Background: an optimization exercise with open tools, aiming at small area, a short achievable clock period and few clock cycles per item. Do not read the settings as production practice.
Function was checked by simulation only, so behaviour that the tests miss may differ from the original.

Setup of job 6650:
// fp_sincos
module fp_sincos (
	input  logic                 clk,
	input  logic                 rst,
	input  logic                 ld_i,
	input  fp_sincos_pkg::fp32_t a_i,
	output fp_sincos_pkg::fp32_t sin_o,
	output fp_sincos_pkg::fp32_t cos_o,
	output logic                 done_o,
	output logic                 busy_o
);
clock: 8.5 ns
lec_check: 0
abc_area: 1
cap_margin: 20
core_margin: 2
core_utilization: 40
gpl_routability_driven: 0
setup_slack_margin: 4
slew_margin: 20
run.sh (not shown) runs the stock make flow with config.mk's settings and CLKGATE_MAP_FILE= SYNTH_SCRIPT=/design/flow/synth_recipe.tcl, a recipe that flattens the netlist after the stock synthesis.
Testbench counts of job 6650, summed over its fixed seeds: cycles 16,896, items 512.
--- input diff job 6650..job 6709 ---
--- a/flow/config.mk
+++ b/flow/config.mk
@@ -11,4 +11,3 @@
 export CORE_UTILIZATION = 40
-export GPL_ROUTABILITY_DRIVEN = 0
-export SETUP_SLACK_MARGIN = 4
+export SETUP_SLACK_MARGIN = 3.5
 export SLEW_MARGIN = 20
Notes after the runs:
- Synthesis-to-finish area growth ends up lower on job 6709.
- Re number of ordinary inverters in the final layout: job 6650 and job 6709 aren't equal, and the lower value belongs to job 6709.
- In job 6709, the global routing usage on met1 came out 7.0 points above the value in job 6650.
- Between job 6709 and job 6650, it is job 6709 whose period utilization is higher, by 3.8 points.
What job 8036 does differently from job 6709 at the input level:
--- a/flow/config.mk
+++ b/flow/config.mk
@@ -11,3 +11,4 @@
 export CORE_UTILIZATION = 40
-export SETUP_SLACK_MARGIN = 3.5
+export GPL_ROUTABILITY_DRIVEN = 0
+export SETUP_SLACK_MARGIN = 4.25
 export SLEW_MARGIN = 20
Results
- Relative to job 6709, the fraction of area in registers of job 8036 is lower by 1.3 points.
- Global-route wire length before repair went down by a few percent going from job 6709 to job 8036.
- Note that the total wire length recorded for job 8036 amounts to 0.948 times the value seen in job 6709.
Edits applied to the flow inputs when going from job 8036 to job 9402:
--- a/flow/config.mk
+++ b/flow/config.mk
@@ -11,4 +11,3 @@
 export CORE_UTILIZATION = 40
-export GPL_ROUTABILITY_DRIVEN = 0
-export SETUP_SLACK_MARGIN = 4.25
+export SETUP_SLACK_MARGIN = 4
 export SLEW_MARGIN = 20
### Flow results
- Actual transition at the worst max-transition pin: job 8036 and job 9402 compared, lower one is job 9402
- Cell count of the worst reg-to-reg path: job 9402 vs job 8036 up 1
- Setup slack is higher on job 8036
- As far as synthesized-area fraction occupied by xor and xnor cells goes, job 9402 and job 8036 are indistinguishable; the numbers are identical.
- Largest net degree at the start of global routing, job 8036 and job 9402, higher one = job 8036.
- Non-clock buffer count, job 8036 and job 9402: higher on job 8036
- Job 9402 ends up with lower detailed-route via count than job 8036 does.
- Note that the wire length recorded for job 9402 amounts to 1.09 times the value seen in job 8036.
- NOTE: minimum clock period in job 9402 exceeds that of job 8036
#### Input delta (job 2483 over job 9402)
--- a/flow/config.mk
+++ b/flow/config.mk
@@ -11,3 +11,4 @@
 export CORE_UTILIZATION = 40
-export SETUP_SLACK_MARGIN = 4
+export GPL_ROUTABILITY_DRIVEN = 0
+export SETUP_SLACK_MARGIN = 3.75
 export SLEW_MARGIN = 20
Findings:
Relative to job 9402, headroom to the max-slew limit has increased by 1.6 points in job 2483.
Job 9402 → job 2483: fraction of standard cell area in multi-input logic climbed 0.24 points, final hold slack now larger, number of iterations in the first detailed-routing pass has increased.
Job 2483 reports its library cell contributing the largest single delay on the critical path as dfxtp_4 while job 9402 reports dfxtp_1.
Number of antenna violations at the first check in global routing: higher on job 9402

---

Starting RTL as in the previous note.
// fp_sincos
module fp_sincos (
	input  logic                 clk,
	input  logic                 rst,
	input  logic                 ld_i,
	input  fp_sincos_pkg::fp32_t a_i,
	output fp_sincos_pkg::fp32_t sin_o,
	output fp_sincos_pkg::fp32_t cos_o,
	output logic                 done_o,
	output logic                 busy_o
);
Settings: LEC_CHECK=0, ABC_AREA=1, CAP_MARGIN=20, CORE_MARGIN=2, CORE_UTILIZATION=40, GPL_ROUTABILITY_DRIVEN=0, PLACE_DENSITY=0.75, SETUP_SLACK_MARGIN=4, SLEW_MARGIN=20; clock period 8.5 ns.
Testbench counts at the start, summed over its fixed seeds: cycles 16,896, items 512.
Next try:
CAP_MARGIN = 10   (was 20)
GPL_ROUTABILITY_DRIVEN = unset   (was 0)
PLACE_DENSITY = unset   (was 0.75)
SLEW_MARGIN = 10   (was 20)
=> The new run completed with no timing, DRC or antenna violations. Cell area rises by a few percent. Register-to-register slack barely changes. Setup slack gets worse by 0.0066 ns. Synthesized cell count is unchanged. Clock skew rose by 0.013 ns.
Next try:
CAP_MARGIN = 20   (was 10)
SETUP_SLACK_MARGIN = 4.5   (was 4)
SLEW_MARGIN = 20   (was 10)
The new run ran to the end with no violations; area after synthesis stays the same; setup slack loses 0.0062 ns; fmax hardly moves.

---

Setup of run a:
Another version of the RTL of fp_sincos (not shown whole).
Size in the first run: about 2500 cells after synthesis, roughly 100 I/O pins, roughly 18000 sq um of cells after synthesis.
==> flow/config.mk <==
export PLATFORM = sky130hd
export DESIGN_NAME = fp_sincos
export DESIGN_NICKNAME = fp_sincos
export VERILOG_FILES = /design/flow/design.v
export SDC_FILE = /design/flow/constraint.sdc
export NUM_CORES = 4
export LEC_CHECK = 0
export CAP_MARGIN = 20
export CORE_MARGIN = 2
export CORE_UTILIZATION = 40
export SETUP_SLACK_MARGIN = 4
export SLEW_MARGIN = 20
==> flow/constraint.sdc <==
create_clock -name core_clock -period 8.5 [get_ports {clk}]
set_input_delay 1.7000 -clock core_clock [delete_from_list [all_inputs] [get_ports {clk}]]
set_output_delay 1.7000 -clock core_clock [all_outputs]
set_load 0.01 [all_outputs]
Testbench counts of run a, summed over its fixed seeds: cycles 16,896, items 512.
Modified inputs, run b compared to run a
# run a
export LEC_CHECK = 0
export CAP_MARGIN = 20
export CORE_MARGIN = 2
export CORE_UTILIZATION = 40
export SETUP_SLACK_MARGIN = 4
export SLEW_MARGIN = 20
create_clock -name core_clock -period 8.5 [get_ports {clk}]
# run b
export LEC_CHECK = 0
export ABC_AREA = 1
export CAP_MARGIN = 20
export CORE_MARGIN = 2
export CORE_UTILIZATION = 40
export SETUP_SLACK_MARGIN = 4
export SLEW_MARGIN = 20
create_clock -name core_clock -period 8.5 [get_ports {clk}]
### Flow results
- Main combinational cell family by area after synthesis = simple AND/OR/NAND/NOR gates: run b; main combinational cell family by area after synthesis = compound AO/OA/AOI/OAI gates: run a
- Run b vs run a, endpoint of the most critical setup path: z_r[29] vs x_r[31]
- When run b is measured against run a, its fraction of synthesized cell area in xor and xnor cells turns out 0.40 points higher.
- Taking run a as the reference, in run b clock-pin transition on the worst setup and hold timing paths ~0 delta, count of multi-input gates rose 224, area added between synthesis and finish saw a decrease, multiplexer area fraction after synthesis fell by 11 points.

---

The RTL this note starts from:
==> flow/design.v <==
package fp_sincos_pkg;
	typedef logic [31:0] fp32_t;
	typedef logic signed [31:0] fix_t;
	localparam fp32_t QNAN = 32'h7FC0_0000;
	localparam int CORDIC_ITER = 30;
	localparam fix_t CORDIC_X0 = 32'sd652032874;
	localparam logic [31:0] PI_FIX = 32'd3373259426;
	localparam fix_t HALF_PI_FIX = 32'sd1686629713;
	localparam logic [31:0] ATAN0 = 32'd843314857;
	localparam logic [31:0] ATAN1 = 32'd497837829;
endpackage
module fp_sincos (
	input  logic                 clk,
	input  logic                 rst,
	input  logic                 ld_i,
	input  fp_sincos_pkg::fp32_t a_i,
	output fp_sincos_pkg::fp32_t sin_o,
	output fp_sincos_pkg::fp32_t cos_o,
	output logic                 done_o,
	output logic                 busy_o
);
	logic s_prep, s_run, s_pk0, s_pk1, s_pk2;
	logic busy_r, done_r;
	logic [4:0] cnt;
	logic [4:0] cnt_y;
	logic signed [31:0] x_r, y_r, z_r;
	logic sgn_r, half_r, inv_r, r1_r;
	logic [7:0]  a_exp;
	logic [22:0] a_frac;
	logic        a_e128, a_e127, a_inr, a_bad, a_gt, a_half, a_r1;
	logic [31:0] x_cap;
	logic [4:0]  cnt_cap;
	always_comb begin
		a_exp  = a_i[30:23];
		a_frac = a_i[22:0];
		a_e128 = (a_exp == 8'd128);
		a_e127 = (a_exp == 8'd127);
		a_inr  = (a_exp[7:5] == 3'b011);
		a_bad  = a_exp[7] & (|a_exp[6:0]);
		a_gt   = (a_frac > 23'h490FDA);
		a_half = a_e128 | (a_e127 & a_gt);
		a_r1   = a_half ? (a_i[30:0] < 31'h4016CBE4) : (a_i[30:0] >= 31'h3F490FDB);
		if (a_e128)
			x_cap = {1'b1, a_frac, 8'd0};
		else if (a_inr)
			x_cap = {2'b01, a_frac, 7'd0};
		else
			x_cap = '0;
		cnt_cap = a_exp[7] ? 5'd0 : ~a_exp[4:0];
	end
	logic        rot_pos;
	logic [31:0] xa_op, ya_op;
	logic        x_sub, y_sub;
	assign rot_pos = ~z_r[31];
	always_comb begin
		xa_op = s_pk0 ? 32'd0 : x_r;
		x_sub = s_pk0 ? y_r[31] : rot_pos;
		if (s_prep) begin
			case ({half_r, r1_r})
				2'b00: ya_op = 32'd0 - fp_sincos_pkg::ATAN0 + fp_sincos_pkg::ATAN1;
				2'b01: ya_op = 32'd0 - fp_sincos_pkg::ATAN0 - fp_sincos_pkg::ATAN1;
				2'b10: ya_op = fp_sincos_pkg::PI_FIX - fp_sincos_pkg::ATAN0 + fp_sincos_pkg::ATAN1;
				default: ya_op = fp_sincos_pkg::PI_FIX - fp_sincos_pkg::ATAN0 - fp_sincos_pkg::ATAN1;
			endcase
			y_sub = half_r;
		end else if (s_pk0) begin
			ya_op = 32'd0;
			y_sub = x_r[31];
		end else begin
			ya_op = y_r;
			y_sub = ~rot_pos & s_run;
		end
	end
	logic [31:0] atan_v;
	always_comb begin
		case (cnt_y)
			5'd0: atan_v = 32'd843314857;
			5'd1: atan_v = 32'd497837829;
			5'd2: atan_v = 32'd263043837;
			5'd3: atan_v = 32'd133525159;
			5'd4: atan_v = 32'd67021687;
			5'd5: atan_v = 32'd33543516;
			5'd6: atan_v = 32'd16775851;
			5'd7: atan_v = 32'd8388437;
			5'd8: atan_v = 32'd4194283;
			5'd9: atan_v = 32'd2097149;
			5'd10: atan_v = 32'd1048576;
			5'd11: atan_v = 32'd524288;
			5'd12: atan_v = 32'd262144;
			5'd13: atan_v = 32'd131072;
			5'd14: atan_v = 32'd65536;
			5'd15: atan_v = 32'd32768;
			5'd16: atan_v = 32'd16384;
			5'd17: atan_v = 32'd8192;
			5'd18: atan_v = 32'd4096;
			5'd19: atan_v = 32'd2048;
			5'd20: atan_v = 32'd1024;
			5'd21: atan_v = 32'd512;
			5'd22: atan_v = 32'd256;
			5'd23: atan_v = 32'd128;
			5'd24: atan_v = 32'd64;
			5'd25: atan_v = 32'd32;
			5'd26: atan_v = 32'd16;
			5'd27: atan_v = 32'd8;
			5'd28: atan_v = 32'd4;
			5'd29: atan_v = 32'd2;
			default: atan_v = 32'd0;
		endcase
	end
	logic signed [31:0] x_m, y_m, x_sh, y_sh;
	assign y_m  = y_r ^ {32{x_sub}};
	assign x_m  = x_r ^ {32{y_sub}};
	assign y_sh = y_m >>> cnt_y;
	assign x_sh = x_m >>> cnt;
	logic [32:0] x_sum, y_sum, z_sum;
	logic [31:0] x_add, y_add, z_add;
	assign x_sum = {xa_op, x_sub} + {y_sh, x_sub};
	assign y_sum = {ya_op, y_sub} + {x_sh, y_sub};
	logic [31:0] z_op;
	assign z_op  = atan_v & {32{~s_pk2}};
	assign z_sum = {z_r, rot_pos} + {z_op ^ {32{rot_pos}}, rot_pos};
	assign x_add = x_sum[32:1];
	assign y_add = y_sum[32:1];
	assign z_add = z_sum[32:1];
	logic [31:0] x_add_rev, y_rev;
	always_comb begin
		x_add_rev[31] = 1'b0;
		y_rev[31]     = 1'b0;
		for (int i = 0; i < 31; i++) begin
			x_add_rev[i] = x_add[30 - i];
			y_rev[i]     = y_r[30 - i];
		end
	end
	logic [31:0] lz_w;
	logic [4:0]  lz_raw;
	logic        lz_pow2;
	logic [4:0]  lz_y;
	always_comb begin
		lz_w   = y_r ^ {32{y_r[31]}};
		lz_raw = 5'd31;
		for (int i = 0; i < 31; i++)
			if (lz_w[i])
				lz_raw = 5'(30 - i);
		lz_pow2 = y_r[31] & ~(|(lz_w[31:1] & ~lz_w[30:0]));
		lz_y    = lz_raw - 5'(lz_pow2);
	end
	logic [22:0] pk_frac;
	logic [4:0]  pk_p;
	logic        pk_sign;
	logic        pk_up;
	logic [30:0] pk_sum;
	logic [31:0] pk_out;
	always_comb begin
		for (int t = 0; t < 23; t++)
			pk_frac[t] = x_sh[23 - t];
		pk_p    = ~cnt;
		pk_sign = s_pk1 ? sgn_r : half_r;
		pk_up   = x_sh[24] & ((|x_sh[30:25]) | pk_frac[0]);
		pk_sum  = {3'b011, pk_p, pk_frac} + 31'(pk_up);
		if (inv_r)
			pk_out = fp_sincos_pkg::QNAN;
		else if (pk_p == 5'd0)
			pk_out = {pk_sign, 31'd0};
		else
			pk_out = {pk_sign, pk_sum};
	end
	logic go;
	assign go = ld_i & ~busy_r;
	always_ff @(posedge clk) begin
		if (rst) begin
			s_prep <= 1'b0;
			s_run  <= 1'b0;
			s_pk0  <= 1'b0;
			s_pk1  <= 1'b0;
			s_pk2  <= 1'b0;
			busy_r <= 1'b0;
			done_r <= 1'b0;
		end else begin
			s_prep <= go;
			s_run  <= s_prep | (s_run & (cnt != 5'd29));
			s_pk0  <= s_run & (cnt == 5'd29);
			s_pk1  <= s_pk0;
			s_pk2  <= s_pk1;
			done_r <= s_pk2;
			busy_r <= go | (busy_r & ~s_pk2);
		end
	end
	always_ff @(posedge clk) begin
		if (!busy_r) begin
			sgn_r  <= a_i[31];
			inv_r  <= a_bad | (a_e128 & a_gt);
			half_r <= a_half;
			r1_r   <= a_r1;
		end else if (s_pk0) begin
			sgn_r  <= sgn_r ^ y_r[31];
			half_r <= half_r ^ x_r[31];
		end
	end
	always_ff @(posedge clk) begin
		if (!busy_r)
			cnt <= cnt_cap;
		else if (s_prep)
			cnt <= 5'd2;
		else if (s_run)
			cnt <= (cnt == 5'd29) ? 5'd0 : cnt + 5'd1;
		else if (s_pk0 | s_pk1)
			cnt <= lz_y;
		else
			cnt <= 5'd31;
	end
	always_ff @(posedge clk) begin
		if (s_prep)
			cnt_y <= 5'd2;
		else if (s_run)
			cnt_y <= (cnt_y == 5'd29) ? 5'd0 : cnt_y + 5'd1;
		else
			cnt_y <= 5'd31;
	end
	always_ff @(posedge clk) begin
		if (!busy_r)
			x_r <= x_cap;
		else if (s_prep)
			x_r <= r1_r ? 32'd326016437 : 32'd978049311;
		else if (s_pk0)
			x_r <= x_add_rev;
		else if (s_pk1)
			x_r <= y_rev;
		else if (s_pk2)
			x_r <= pk_out;
		else
			x_r <= x_add;
	end
	always_ff @(posedge clk) begin
		if (s_prep)
			y_r <= r1_r ? 32'd978049311 : 32'd326016437;
		else
			y_r <= y_add;
	end
	always_ff @(posedge clk) begin
		if (s_prep)
			z_r <= y_add;
		else if (s_pk1)
			z_r <= pk_out;
		else
			z_r <= z_add;
	end
	assign cos_o  = x_r;
	assign sin_o  = z_r;
	assign done_o = done_r;
	assign busy_o = busy_r;
endmodule
make LEC_CHECK=0 CAP_MARGIN=20 CORE_MARGIN=2 CORE_UTILIZATION=40 SETUP_SLACK_MARGIN=3.5 SLEW_MARGIN=20 finish   # period 8.5 ns
The starting point finished with timing, DRC and antenna clean.
Testbench counts at the start, summed over its fixed seeds: cycles 16,896, items 512.
Edit:
Settings changed: ABC_AREA from default to 1.
Result: Setup slack improves by 0.049 ns. Sequential share of layout area rose by 0.45 points. Count of clock-buffer cells in the layout decreases by 3.

## static timing again, ports no longer ideal
The flow's constraints put no driver on any port. The routed layouts listed below were extracted and timed again, unchanged, in two steps. Step 1 assumes that a clkbuf_16 drives the clock port and a buf_2 every other input. Step 2 also shifts input and output timing later by t, the mid clock arrival at the registers, as if the neighbouring blocks saw the same clock. a / b / c = no drivers / after step 1 / after step 2; a / b = the first two.
run | t, ns | setup WS [ns] | hold WS [ns] | slew at the worst register clock pin (ns) | cell pins on the clock port's net
job 6650 | 0.492 | 4.144 / 4.144 / 3.868 | 0.677 / 0.677 / 0.677 | 0.06 / 0.06 | 1
job 6709 | 0.491 | 3.819 / 3.819 / 3.660 | 0.667 / 0.667 / 0.667 | 0.07 / 0.07 | 1
job 8036 | 0.489 | 4.175 / 4.175 / 4.141 | 0.681 / 0.681 / 0.681 | 0.06 / 0.06 | 1
job 9402 | 0.497 | 4.128 / 4.128 / 3.975 | 0.639 / 0.639 / 0.639 | 0.07 / 0.07 | 1
job 2483 | 0.485 | 3.994 / 3.994 / 3.635 | 0.712 / 0.712 / 0.712 | 0.07 / 0.07 | 1
the first run of note 2 | 0.483 | 4.116 / 4.116 / 4.072 | 0.671 / 0.671 / 0.671 | 0.06 / 0.06 | 1
the second run of note 2 | 0.494 | 4.109 / 4.109 / 3.965 | 0.675 / 0.675 / 0.675 | 0.08 / 0.08 | 1
the third run of note 2 | 0.486 | 4.103 / 4.103 / 4.001 | 0.673 / 0.673 / 0.673 | 0.07 / 0.07 | 1
run a | 0.500 | 3.554 / 3.554 / 3.554 | 0.733 / 0.733 / 0.733 | 0.08 / 0.08 | 1
run b | 0.493 | 3.826 / 3.826 / 3.826 | 0.555 / 0.555 / 0.555 | 0.07 / 0.07 | 1
the first run of note 4 | 0.504 | 3.558 / 3.558 / 3.558 | 0.655 / 0.655 / 0.655 | 0.06 / 0.06 | 1
the second run of note 4 | 0.512 | 3.606 / 3.606 / 3.606 | 0.614 / 0.614 / 0.614 | 0.07 / 0.07 | 1
After both steps every run listed still meets setup and hold. The setup slack of job 2483, which loses most, moves by 0.000 ns with the drivers and by -0.359 ns with both steps.
